Context: an optimization exercise on an open-source flow, tuned for small area. The choices shown serve that exercise and are no tape-out recipe. In this exercise RTL edits were held to simulation tests only and were not proved equivalent to the original. Power and IR drop assume default switching activity. The flow treats the clock pin as an ideal source, which a real chip does not have.

== raven ==
==> module fft_sequencer, before the edit <==
module fft_sequencer
#(
    parameter int unsigned LOG2N = fft_sequencer_pkg::LOG2N,
    parameter int unsigned W     = fft_sequencer_pkg::W
) (
    input  logic               clk,
    input  logic               rst,
    input  logic               start,
    input  logic               in_valid,
    output logic               in_ready,
    input  logic [W-1:0]       in_re,
    input  logic [W-1:0]       in_im,
    output logic [STAGE_W-1:0] bf_stage,
    output logic [LOG2N-1:0]   bf_i,
    output logic [LOG2N-1:0]   bf_j,
    output logic [W-1:0]       bf_xir,
    output logic [W-1:0]       bf_xic,
    output logic [W-1:0]       bf_xjr,
    output logic [W-1:0]       bf_xjc,
    input  logic [W-1:0]       bf_yir,
    input  logic [W-1:0]       bf_yic,
    input  logic [W-1:0]       bf_yjr,
    input  logic [W-1:0]       bf_yjc,
    output logic               out_valid,
    input  logic               out_ready,
    output logic [W-1:0]       out_re,
    output logic [W-1:0]       out_im,
    output logic [LOG2N-1:0]   out_idx,
    output logic               busy,
    output logic               done
);
    localparam int unsigned NPTS   = 1 << LOG2N;
    localparam int unsigned NPAIRS = NPTS / 2;
    logic                 load, drain;
    logic [LOG2N-1:0]     st;
    logic [LOG2N-1:0]     cnt;
    logic                 run, step, last, pend;
    logic [2*W-1:0] qa [NPAIRS];
    logic [2*W-1:0] qc [NPAIRS];
    assign run  = |st;
    assign step = run | (load & in_valid) | (drain & out_ready);
    assign last = &cnt;
    assign pend = &cnt[LOG2N-2:0];       
    always_ff @(posedge clk) begin
        if (rst) begin
            load  <= 1'b0;
            drain <= 1'b0;
            st    <= '0;
            cnt   <= '0;
            done  <= 1'b0;
        end else begin
            if (!load && !drain && !run && start) load <= 1'b1;
            if (load && in_valid && last) load <= 1'b0;
            st[0] <= (load && in_valid && last) || (st[0] && !pend);
            for (int k = 1; k < LOG2N; k++) st[k] <= pend ? st[k-1] : st[k];
            if (st[LOG2N-1] && pend) drain <= 1'b1;
            if (drain && out_ready && last) drain <= 1'b0;
            if (step) begin
                cnt[LOG2N-2:0] <= cnt[LOG2N-2:0] + (LOG2N-1)'(1);
                cnt[LOG2N-1]   <= cnt[LOG2N-1] ^ (!run && pend);
            end
            done <= drain && out_ready && last;
        end
    end
    logic [LOG2N-1:0] pi, pj, above;
    always_comb begin
        for (int k = 0; k < LOG2N; k++) begin
            above[k] = 1'b0;                     
            for (int m = 0; m < k; m++) above[k] |= st[m];
        end
        for (int k = 0; k < LOG2N; k++) begin
            pi[k] = 1'b0;
            if (k < LOG2N - 1) pi[k] |= cnt[k] & run & !above[k] & !st[k];
            if (k > 0)         pi[k] |= cnt[k-1] & above[k];
        end
        pj = pi | st;
    end
    logic blk;                   
    logic [2*W-1:0] yi, yj_raw, xin_raw;
    logic en_a, en_c;            
    logic a_hold, a_yi, a_t0, a_t1, a_t3, a_t7;
    logic c0_hold, c0_in, c0_yj;
    logic [3:0] e_yi;            
    logic phase;
    always_ff @(posedge clk) phase <= !phase;
    assign yi  = {bf_yir, bf_yic} ^ {2*W{phase}};
    assign yj_raw  = {bf_yjr, bf_yjc};
    assign xin_raw = {in_re, in_im};
    always_comb begin
        e_yi[0] = st[0] & cnt[0];
        e_yi[1] = st[1] & cnt[1];
        e_yi[2] = st[2] & cnt[2];
        e_yi[3] = st[3] & cnt[3];
        blk     = |e_yi;
        en_a  = run | (load & in_valid &  cnt[0]) | (drain & out_ready & ~cnt[LOG2N-1]);
        en_c  = run | (load & in_valid & ~cnt[0]) | (drain & out_ready &  cnt[LOG2N-1]);
        a_yi   = run & !blk;
        a_t1   = e_yi[1];
        a_t3   = e_yi[2];
        a_t7   = e_yi[3];
        a_t0   = en_a & !a_yi & !a_t1 & !a_t3 & !a_t7;
        a_hold = !en_a;
        c0_in   = load & in_valid;
        c0_yj   = run;
        c0_hold = !(c0_in | c0_yj);
    end
    logic [2*W-1:0] qa_d [NPAIRS];
    logic [2*W-1:0] qc_d [NPAIRS];
    logic [2*W-1:0] c0_src;
    fft_word_pick #(.WD(2*W)) u_pick_c0 (
        .sa({2*W{load}}), .sb({2*W{!load}}), .a(xin_raw), .b(yj_raw), .y(c0_src)
    );
    fft_word_sel2 #(.WD(2*W)) u_sel_c0 (
        .hold({2*W{c0_hold}}), .sa({2*W{!c0_hold}}), .q(qc[0]), .a(c0_src ^ {2*W{phase}}),
        .y(qc_d[0])
    );
    for (genvar k = 1; k < NPAIRS; k++) begin : g_word
        fft_word_sel2 #(.WD(2*W)) u_sel_a (
            .hold({2*W{!en_a}}), .sa({2*W{en_a}}), .q(qa[k]), .a(qa[k-1]), .y(qa_d[k])
        );
        if (k == 1 || k == 2 || k == 4 || k == 8) begin : g_entry
            localparam int unsigned E = (k == 1) ? 0 : (k == 2) ? 1 : (k == 4) ? 2 : 3;
            fft_word_sel #(.WD(2*W)) u_sel_c (
                .hold({2*W{!en_c}}), .sa({2*W{en_c & !e_yi[E]}}), .sb({2*W{e_yi[E]}}),
                .q(qc[k]), .a(qc[k-1]), .b(yi), .y(qc_d[k])
            );
        end else begin : g_chain
            fft_word_sel2 #(.WD(2*W)) u_sel_c (
                .hold({2*W{!en_c}}), .sa({2*W{en_c}}), .q(qc[k]), .a(qc[k-1]), .y(qc_d[k])
            );
        end
    end
    logic [2*W-1:0] a0_lo, a0_hi;
    fft_word_sel #(.WD(2*W)) u_sel_a0_lo (
        .hold({2*W{a_hold}}), .sa({2*W{a_yi}}), .sb({2*W{a_t0}}),
        .q(qa[0]), .a(yi), .b(qc[0]), .y(a0_lo)
    );
    fft_word_sel #(.WD(2*W)) u_sel_a0_hi (
        .hold({2*W{a_t1}}), .sa({2*W{a_t3}}), .sb({2*W{a_t7}}),
        .q(qc[1]), .a(qc[3]), .b(qc[7]), .y(a0_hi)
    );
    assign qa_d[0] = a0_lo & a0_hi;
    logic [2*W-1:0] xi, xj, out_w;
    assign xi    = qa[NPAIRS-1] ^ {2*W{phase}};
    assign xj    = qc[NPAIRS-1] ^ {2*W{phase}};
    fft_word_pick #(.WD(2*W)) u_pick_out (
        .sa({2*W{!cnt[LOG2N-1]}}), .sb({2*W{cnt[LOG2N-1]}}), .a(xi), .b(xj), .y(out_w)
    );
    always_ff @(posedge clk) begin
        for (int k = 0; k < NPAIRS; k++) begin
            qa[k] <= qa_d[k];
            qc[k] <= qc_d[k];
        end
    end
    always_comb begin
        in_ready  = load;
        out_valid = drain;
        busy      = load | drain | run;
        bf_stage  = {st[3] | st[4], st[1] | st[2], st[0] | st[2] | st[4]};
        bf_i      = pi;
        bf_j      = pj;
        {bf_xir, bf_xic} = xi;
        {bf_xjr, bf_xjc} = xj;
        {out_re, out_im} = out_w;
        out_idx   = cnt;
    end
endmodule
==> flow/config.mk <==
export PLATFORM = sky130hd
export DESIGN_NAME = fft_sequencer
export DESIGN_NICKNAME = fft_sequencer
export VERILOG_FILES = /design/flow/design.v
export SDC_FILE = /design/flow/constraint.sdc
export NUM_CORES = 4
export LEC_CHECK = 0
export CAP_MARGIN = 20
export CORE_MARGIN = 2
export CORE_UTILIZATION = 50
export PLACE_DENSITY = 0.65
export SLEW_MARGIN = 20
export SYNTH_HIERARCHICAL = 1
export SYNTH_MINIMUM_KEEP_SIZE = 0
export BUFFER_PORTS_ARGS = -buffer_cell sky130_fd_sc_hd__buf_1
export CTS_ARGS = -sink_clustering_enable -repair_clock_nets -dont_use_dummy_load -buf_list {sky130_fd_sc_hd__clkbuf_16} -sink_clustering_size 32 -sink_clustering_max_diameter 100
==> flow/constraint.sdc <==
create_clock -name core_clock -period 10.0 [get_ports {clk}]
set_input_delay 2.0000 -clock core_clock [delete_from_list [all_inputs] [get_ports {clk}]]
set_output_delay 2.0000 -clock core_clock [all_outputs]
set_load 0.01 [all_outputs]
standard.sh (not shown) runs the stock make flow with config.mk's settings and CLKGATE_MAP_FILE= SYNTH_SCRIPT=/design/flow/synth_recipe.tcl, a recipe that flattens the netlist after the stock synthesis.
==> flow/flow/run.sh <==
#!/bin/bash
# Standard layout with these changes: the port buffers use the smallest buffer cell, and
# clock tree synthesis adds no dummy loads and uses larger sink clusters. ORFS writes
# each tool's log under orfs/logs; make's output goes to standard.log here.
set -euo pipefail
cat >> config.mk <<'EOC'
export BUFFER_PORTS_ARGS = -buffer_cell sky130_fd_sc_hd__buf_1
export CTS_ARGS = -sink_clustering_enable -repair_clock_nets -dont_use_dummy_load -buf_list {sky130_fd_sc_hd__clkbuf_16} -sink_clustering_size 32 -sink_clustering_max_diameter 100
EOC
bash standard.sh > standard.log 2>&1
For quartz, these inputs were changed with respect to raven:
-- flow/design.v --
<<< raven, line 13
endpackage
import fft_sequencer_pkg::*;
module fft_word_sel
#(
>>> quartz, line 13
endpackage
import fft_sequencer_pkg::*;
module fft_pair_index
#(
    parameter int unsigned LOG2N = fft_sequencer_pkg::LOG2N
) (
    input  logic [STAGE_W-1:0] stage,
    input  logic [LOG2N-2:0]   pair,
    output logic [LOG2N-1:0]   pair_i,
    output logic [LOG2N-1:0]   pair_j
);
    logic [LOG2N-1:0] bitv;
    logic [LOG2N-1:0] mask;
    logic [LOG2N-1:0] pw;
    always_comb begin
        for (int k = 0; k < LOG2N; k++) begin
            bitv[k] = (stage == STAGE_W'(k + 1));
            mask[k] = (stage > STAGE_W'(k + 1));
        end
        pw     = (stage == '0) ? '0 : LOG2N'(pair);
        pair_i = ((pw & ~mask) << 1) | (pw & mask);
        pair_j = pair_i | bitv;
    end
endmodule
module fft_word_sel
#(
<<< raven, line 26
);
    assign y = ~((hold & q) | (sa & a) | (sb & b));
endmodule
module fft_word_sel2
>>> quartz, line 48
);
    assign y = ~((hold & q) | (sa & a) | (sb & b));
endmodule
module fft_word_sel5
#(
    parameter int unsigned WD = 32
) (
    input  logic [WD-1:0] hold,
    input  logic [WD-1:0] sa,
    input  logic [WD-1:0] sb,
    input  logic [WD-1:0] sc,
    input  logic [WD-1:0] sd,
    input  logic [WD-1:0] se,
    input  logic [WD-1:0] q,
    input  logic [WD-1:0] a,
    input  logic [WD-1:0] b,
    input  logic [WD-1:0] c,
    input  logic [WD-1:0] d,
    input  logic [WD-1:0] e,
    output logic [WD-1:0] y
);
    assign y = ~((hold & q) | (sa & a) | (sb & b) | (sc & c) | (sd & d) | (se & e));
endmodule
module fft_word_sel2
<<< raven, line 131
    logic blk;                   
    logic [2*W-1:0] yi, yj_raw, xin_raw;
    logic en_a, en_c;            
    logic a_hold, a_yi, a_t0, a_t1, a_t3, a_t7;
    logic c0_hold, c0_in, c0_yj;
>>> quartz, line 173
    logic blk;                   
    logic [2*W-1:0] yi, yj_raw, xin_raw;
    logic en_a, en_c;
    logic a_hold, a_yi, a_t0, a_t1, a_t3, a_t7;
    logic c0_hold, c0_in, c0_yj;
==> results.txt <==
- quartz and raven ended up with nearly the same worst reg2reg path depth.
- From raven to quartz, utilization did not move at all.
- Comparing quartz with raven, the relative contribution of sequential cells to total power came out essentially unchanged.
- [compare] base=raven new=quartz: synthesized area was more or less identical; share of power burned in the clock network about even.
- Met3 wire length came out exactly the same in quartz and raven.
- Status: combinational power parity (raven, quartz)
- On via-per-instance ratio, raven tracks quartz almost exactly.
- Changes observed in quartz relative to raven: total area of multi-input combinational cells held, post-layout total power held, sum of negative setup slack held.
- Between quartz and raven, the difference in max-capacitance violation count is negligible.


The RTL this note starts from:
==> flow/design.v <==
package fft_sequencer_pkg;
    localparam int unsigned LOG2N   = 5;
    localparam int unsigned N       = 1 << LOG2N;
    localparam int unsigned PAIRS   = N / 2;
    localparam int unsigned W       = 16;
    localparam int unsigned STAGE_W = 3;
    typedef enum logic [1:0] {
        IDLE  = 2'd0,
        LOAD  = 2'd1,
        RUN   = 2'd2,
        DRAIN = 2'd3
    } state_t;
endpackage
import fft_sequencer_pkg::*;
module fft_pair_index
#(
    parameter int unsigned LOG2N = fft_sequencer_pkg::LOG2N
) (
    input  logic [STAGE_W-1:0] stage,
    input  logic [LOG2N-2:0]   pair,
    output logic [LOG2N-1:0]   pair_i,
    output logic [LOG2N-1:0]   pair_j
);
    logic [LOG2N-1:0] bitv;
    logic [LOG2N-1:0] mask;
    logic [LOG2N-1:0] pw;
    always_comb begin
        for (int k = 0; k < LOG2N; k++) begin
            bitv[k] = (stage == STAGE_W'(k + 1));
            mask[k] = (stage > STAGE_W'(k + 1));
        end
        pw     = (stage == '0) ? '0 : LOG2N'(pair);
        pair_i = ((pw & ~mask) << 1) | (pw & mask);
        pair_j = pair_i | bitv;
    end
endmodule
module fft_word_sel
#(
    parameter int unsigned WD = 32
) (
    input  logic [WD-1:0] hold,
    input  logic [WD-1:0] sa,
    input  logic [WD-1:0] sb,
    input  logic [WD-1:0] q,
    input  logic [WD-1:0] a,
    input  logic [WD-1:0] b,
    output logic [WD-1:0] y
);
    assign y = (hold & q) | (sa & a) | (sb & b);
endmodule
module fft_word_sel5
#(
    parameter int unsigned WD = 32
) (
    input  logic [WD-1:0] hold,
    input  logic [WD-1:0] sa,
    input  logic [WD-1:0] sb,
    input  logic [WD-1:0] sc,
    input  logic [WD-1:0] sd,
    input  logic [WD-1:0] se,
    input  logic [WD-1:0] q,
    input  logic [WD-1:0] a,
    input  logic [WD-1:0] b,
    input  logic [WD-1:0] c,
    input  logic [WD-1:0] d,
    input  logic [WD-1:0] e,
    output logic [WD-1:0] y
);
    assign y = (hold & q) | (sa & a) | (sb & b) | (sc & c) | (sd & d) | (se & e);
endmodule
module fft_word_sel2
#(
    parameter int unsigned WD = 32
) (
    input  logic [WD-1:0] hold,
    input  logic [WD-1:0] sa,
    input  logic [WD-1:0] q,
    input  logic [WD-1:0] a,
    output logic [WD-1:0] y
);
    assign y = (hold & q) | (sa & a);
endmodule
import fft_sequencer_pkg::*;
module fft_sequencer
#(
    parameter int unsigned LOG2N = fft_sequencer_pkg::LOG2N,
    parameter int unsigned W     = fft_sequencer_pkg::W
) (
    input  logic               clk,
    input  logic               rst,
    input  logic               start,
    input  logic               in_valid,
    output logic               in_ready,
    input  logic [W-1:0]       in_re,
    input  logic [W-1:0]       in_im,
    output logic [STAGE_W-1:0] bf_stage,
    output logic [LOG2N-1:0]   bf_i,
    output logic [LOG2N-1:0]   bf_j,
    output logic [W-1:0]       bf_xir,
    output logic [W-1:0]       bf_xic,
    output logic [W-1:0]       bf_xjr,
    output logic [W-1:0]       bf_xjc,
    input  logic [W-1:0]       bf_yir,
    input  logic [W-1:0]       bf_yic,
    input  logic [W-1:0]       bf_yjr,
    input  logic [W-1:0]       bf_yjc,
    output logic               out_valid,
    input  logic               out_ready,
    output logic [W-1:0]       out_re,
    output logic [W-1:0]       out_im,
    output logic [LOG2N-1:0]   out_idx,
    output logic               busy,
    output logic               done
);
    localparam int unsigned NPTS   = 1 << LOG2N;
    localparam int unsigned NPAIRS = NPTS / 2;
    fft_sequencer_pkg::state_t state;
    fft_sequencer_pkg::state_t state_nxt;
    logic [LOG2N-1:0]     cnt, cnt_nxt;
    logic [STAGE_W-1:0]   stage, stage_nxt;
    logic                 done_nxt;
    logic [LOG2N-1:0]     pi, pj;
    logic                 run, load, drain, step, last;
    logic [2*W-1:0] qa [NPAIRS];
    logic [2*W-1:0] qc [NPAIRS];
    fft_pair_index #(.LOG2N(LOG2N)) u_pair_index (
        .stage  (stage),
        .pair   (cnt[LOG2N-2:0]),
        .pair_i (pi),
        .pair_j (pj)
    );
    assign run   = (state == RUN);
    assign load  = (state == LOAD);
    assign drain = (state == DRAIN);
    assign step  = run | (load & in_valid) | (drain & out_ready);
    assign last  = (cnt == LOG2N'(NPTS - 1));
    always_ff @(posedge clk) begin
        if (rst) begin
            state <= IDLE;
            cnt   <= '0;
            stage <= '0;
            done  <= 1'b0;
        end else begin
            state <= state_nxt;
            cnt   <= cnt_nxt;
            stage <= stage_nxt;
            done  <= done_nxt;
        end
    end
    always_comb begin
        state_nxt = state;
        stage_nxt = stage;
        cnt_nxt   = cnt;
        if (step) begin
            cnt_nxt[LOG2N-2:0] = cnt[LOG2N-2:0] + (LOG2N-1)'(1);
            cnt_nxt[LOG2N-1]   = cnt[LOG2N-1] ^ (!run && (&cnt[LOG2N-2:0]));
        end
        done_nxt  = drain && out_ready && last;
        unique case (state)
            IDLE:  if (start) state_nxt = LOAD;
            LOAD:  if (in_valid && last) begin
                       state_nxt = RUN;
                       stage_nxt = STAGE_W'(1);
                   end
            RUN:   if (&cnt[LOG2N-2:0]) begin
                       if (stage == STAGE_W'(LOG2N)) begin
                           state_nxt = DRAIN;
                           stage_nxt = '0;
                       end else begin
                           stage_nxt = stage + STAGE_W'(1);
                       end
                   end
            DRAIN: if (out_ready && last) state_nxt = IDLE;
            default: state_nxt = IDLE;
        endcase
    end
    logic blk;                   
    logic [2*W-1:0] yi, yj, xin;
    logic en_a, en_c;
    logic a_hold, a_yi, a_t0, a_t1, a_t3, a_t7;
    logic c0_hold, c0_in, c0_yj;
    logic [3:0] e_yi;            
    assign yi  = {bf_yir, bf_yic};
    assign yj  = {bf_yjr, bf_yjc};
    assign xin = {in_re, in_im};
    always_comb begin
        case (stage)
            3'd1:    blk = cnt[0];
            3'd2:    blk = cnt[1];
            3'd3:    blk = cnt[2];
            3'd4:    blk = cnt[3];
            default: blk = 1'b0;
        endcase
        en_a  = run | (load & in_valid &  cnt[0]) | (drain & out_ready & ~cnt[LOG2N-1]);
        en_c  = run | (load & in_valid & ~cnt[0]) | (drain & out_ready &  cnt[LOG2N-1]);
        a_yi   = run & !blk;
        a_t1   = blk & (stage == 3'd2);
        a_t3   = blk & (stage == 3'd3);
        a_t7   = blk & (stage == 3'd4);
        a_t0   = en_a & !a_yi & !a_t1 & !a_t3 & !a_t7;
        a_hold = !en_a;
        c0_in   = load & in_valid;
        c0_yj   = run;
        c0_hold = !(c0_in | c0_yj);
        e_yi[0] = blk & (stage == 3'd1);
        e_yi[1] = blk & (stage == 3'd2);
        e_yi[2] = blk & (stage == 3'd3);
        e_yi[3] = blk & (stage == 3'd4);
    end
    logic [2*W-1:0] qa_d [NPAIRS];
    logic [2*W-1:0] qc_d [NPAIRS];
    fft_word_sel #(.WD(2*W)) u_sel_c0 (
        .hold({2*W{c0_hold}}), .sa({2*W{c0_in}}), .sb({2*W{c0_yj}}), .q(qc[0]), .a(xin), .b(yj), .y(qc_d[0])
    );
    for (genvar k = 1; k < NPAIRS; k++) begin : g_word
        fft_word_sel2 #(.WD(2*W)) u_sel_a (
            .hold({2*W{!en_a}}), .sa({2*W{en_a}}), .q(qa[k]), .a(qa[k-1]), .y(qa_d[k])
        );
        if (k == 1 || k == 2 || k == 4 || k == 8) begin : g_entry
            localparam int unsigned E = (k == 1) ? 0 : (k == 2) ? 1 : (k == 4) ? 2 : 3;
            fft_word_sel #(.WD(2*W)) u_sel_c (
                .hold({2*W{!en_c}}), .sa({2*W{en_c & !e_yi[E]}}), .sb({2*W{e_yi[E]}}),
                .q(qc[k]), .a(qc[k-1]), .b(yi), .y(qc_d[k])
            );
        end else begin : g_chain
            fft_word_sel2 #(.WD(2*W)) u_sel_c (
                .hold({2*W{!en_c}}), .sa({2*W{en_c}}), .q(qc[k]), .a(qc[k-1]), .y(qc_d[k])
            );
        end
    end
    fft_word_sel5 #(.WD(2*W)) u_sel_a0 (
        .hold({2*W{a_hold}}), .sa({2*W{a_yi}}), .sb({2*W{a_t0}}), .sc({2*W{a_t1}}),
        .sd({2*W{a_t3}}), .se({2*W{a_t7}}),
        .q(qa[0]), .a(yi), .b(qc[0]), .c(qc[1]), .d(qc[3]), .e(qc[7]), .y(qa_d[0])
    );
    logic [2*W-1:0] out_w;
    fft_word_sel2 #(.WD(2*W)) u_sel_out (
        .hold({2*W{!cnt[LOG2N-1]}}), .sa({2*W{cnt[LOG2N-1]}}),
        .q(qa[NPAIRS-1]), .a(qc[NPAIRS-1]), .y(out_w)
    );
    always_ff @(posedge clk) begin
        for (int k = 0; k < NPAIRS; k++) begin
            qa[k] <= qa_d[k];
            qc[k] <= qc_d[k];
        end
    end
    always_comb begin
        in_ready  = load;
        out_valid = drain;
        busy      = (state != IDLE);
        bf_stage  = stage;
        bf_i      = pi;
        bf_j      = pj;
        {bf_xir, bf_xic} = qa[NPAIRS-1];
        {bf_xjr, bf_xjc} = qc[NPAIRS-1];
        {out_re, out_im} = out_w;
        out_idx   = cnt;
    end
endmodule
clock: 10.0 ns
lec_check: 0
cap_margin: 20
core_margin: 2
core_utilization: 25
place_density: 0.5
slew_margin: 20
synth_hierarchical: 1
synth_minimum_keep_size: 0
buffer_ports_args: -buffer_cell sky130_fd_sc_hd__buf_1
cts_args: -sink_clustering_enable -repair_clock_nets -dont_use_dummy_load -buf_list {sky130_fd_sc_hd__clkbuf_16} -sink_clustering_size 30 -sink_clustering_max_diameter 100
==> flow/flow/run.sh <==
#!/bin/bash
# Standard layout with these changes: the port buffers use the smallest buffer cell, and
# clock tree synthesis adds no dummy loads and uses larger sink clusters. ORFS writes
# each tool's log under orfs/logs; make's output goes to standard.log here.
set -euo pipefail
cat >> config.mk <<'EOC'
export BUFFER_PORTS_ARGS = -buffer_cell sky130_fd_sc_hd__buf_1
export CTS_ARGS = -sink_clustering_enable -repair_clock_nets -dont_use_dummy_load -buf_list {sky130_fd_sc_hd__clkbuf_16} -sink_clustering_size 30 -sink_clustering_max_diameter 100
EOC
bash standard.sh > standard.log 2>&1
==> next run, changes <==
--- a/flow/design.v
+++ b/flow/design.v
@@ -45,9 +45,9 @@
     input  logic [WD-1:0] a,
     input  logic [WD-1:0] b,
     output logic [WD-1:0] y
 );
-    assign y = (hold & q) | (sa & a) | (sb & b);
+    assign y = ~((hold & q) | (sa & a) | (sb & b));
 endmodule
 module fft_word_sel5
 #(
     parameter int unsigned WD = 32
@@ -65,9 +65,9 @@
     input  logic [WD-1:0] d,
     input  logic [WD-1:0] e,
     output logic [WD-1:0] y
 );
-    assign y = (hold & q) | (sa & a) | (sb & b) | (sc & c) | (sd & d) | (se & e);
+    assign y = ~((hold & q) | (sa & a) | (sb & b) | (sc & c) | (sd & d) | (se & e));
 endmodule
 module fft_word_sel2
 #(
     parameter int unsigned WD = 32
@@ -77,9 +77,9 @@
     input  logic [WD-1:0] q,
     input  logic [WD-1:0] a,
     output logic [WD-1:0] y
 );
-    assign y = (hold & q) | (sa & a);
+    assign y = ~((q | sa) & (a | hold));
 endmodule
 import fft_sequencer_pkg::*;
 module fft_sequencer
 #(
@@ -179,11 +179,13 @@
     logic en_a, en_c;
     logic a_hold, a_yi, a_t0, a_t1, a_t3, a_t7;
     logic c0_hold, c0_in, c0_yj;
     logic [3:0] e_yi;            
-    assign yi  = {bf_yir, bf_yic};
-    assign yj  = {bf_yjr, bf_yjc};
-    assign xin = {in_re, in_im};
+    logic phase;
+    always_ff @(posedge clk) phase <= !phase;
+    assign yi  = {bf_yir, bf_yic} ^ {2*W{phase}};
+    assign yj  = {bf_yjr, bf_yjc} ^ {2*W{phase}};
+    assign xin = {in_re, in_im} ^ {2*W{phase}};
     always_comb begin
         case (stage)
             3'd1:    blk = cnt[0];
             3'd2:    blk = cnt[1];
@@ -232,13 +234,12 @@
         .hold({2*W{a_hold}}), .sa({2*W{a_yi}}), .sb({2*W{a_t0}}), .sc({2*W{a_t1}}),
         .sd({2*W{a_t3}}), .se({2*W{a_t7}}),
         .q(qa[0]), .a(yi), .b(qc[0]), .c(qc[1]), .d(qc[3]), .e(qc[7]), .y(qa_d[0])
     );
-    logic [2*W-1:0] out_w;
-    fft_word_sel2 #(.WD(2*W)) u_sel_out (
-        .hold({2*W{!cnt[LOG2N-1]}}), .sa({2*W{cnt[LOG2N-1]}}),
-        .q(qa[NPAIRS-1]), .a(qc[NPAIRS-1]), .y(out_w)
-    );
+    logic [2*W-1:0] xi, xj, out_w;
+    assign xi    = qa[NPAIRS-1] ^ {2*W{phase}};
+    assign xj    = qc[NPAIRS-1] ^ {2*W{phase}};
+    assign out_w = cnt[LOG2N-1] ? xj : xi;
     always_ff @(posedge clk) begin
         for (int k = 0; k < NPAIRS; k++) begin
             qa[k] <= qa_d[k];
             qc[k] <= qc_d[k];
@@ -250,10 +251,10 @@
         busy      = (state != IDLE);
         bf_stage  = stage;
         bf_i      = pi;
         bf_j      = pj;
-        {bf_xir, bf_xic} = qa[NPAIRS-1];
-        {bf_xjr, bf_xjc} = qc[NPAIRS-1];
+        {bf_xir, bf_xic} = xi;
+        {bf_xjr, bf_xjc} = xj;
         {out_re, out_im} = out_w;
         out_idx   = cnt;
     end
 endmodule
Result: The new run completed without violations. Non-clock buffer count came out higher by 1. Sequential share of layout area came out higher by 2.0 points. Synthesized cell count came out higher by 0.89%. Clock-buffer cell count came out lower by 2. Via count came out higher by 1.3%. Final area came out lower by 3.2%. Core utilization stays flat. Maximum frequency came out lower by 0.98%. Cell count came out lower by 0.57%. Total power came out higher by 30%. Routed wire length came out lower by 0.65%. Clock skew is about the same.

what the ideal ports hide:
How much do the figures lean on ideal ports? The routed layouts below were timed once more, with nothing changed but the port constraints.
Step 1 sets driving cells, clkbuf_16 on the clock port and buf_2 on the other inputs (assumed; they add their load-dependent delay and slew).
Step 2 also shifts input and output timing later by t, the mid clock arrival at the registers, as if the neighbouring blocks saw the same clock.
Three values: ideal, step 1, step 2; two values: the first two.
run	t (ns)	setup slack, ns	worst setup path at the end	latest minus earliest clock arrival (ns)	worst slew at a driven data input, ns
raven	0.637	5.004 / 4.947 / 4.949	input to register	0.067 / 0.066	0.04
quartz	0.637	5.004 / 4.947 / 4.949	input to register	0.067 / 0.066	0.04
the first run of note 2	0.675	5.172 / 5.208 / 4.533	input to register	0.071 / 0.070	0.11
the second run of note 2	0.688	5.124 / 5.157 / 4.469	input to register	0.073 / 0.074	0.08
After both steps every run listed still meets setup and hold. The setup slack of the second run of note 2, which loses most, moves by +0.033 ns with the drivers and by -0.655 ns with both steps.
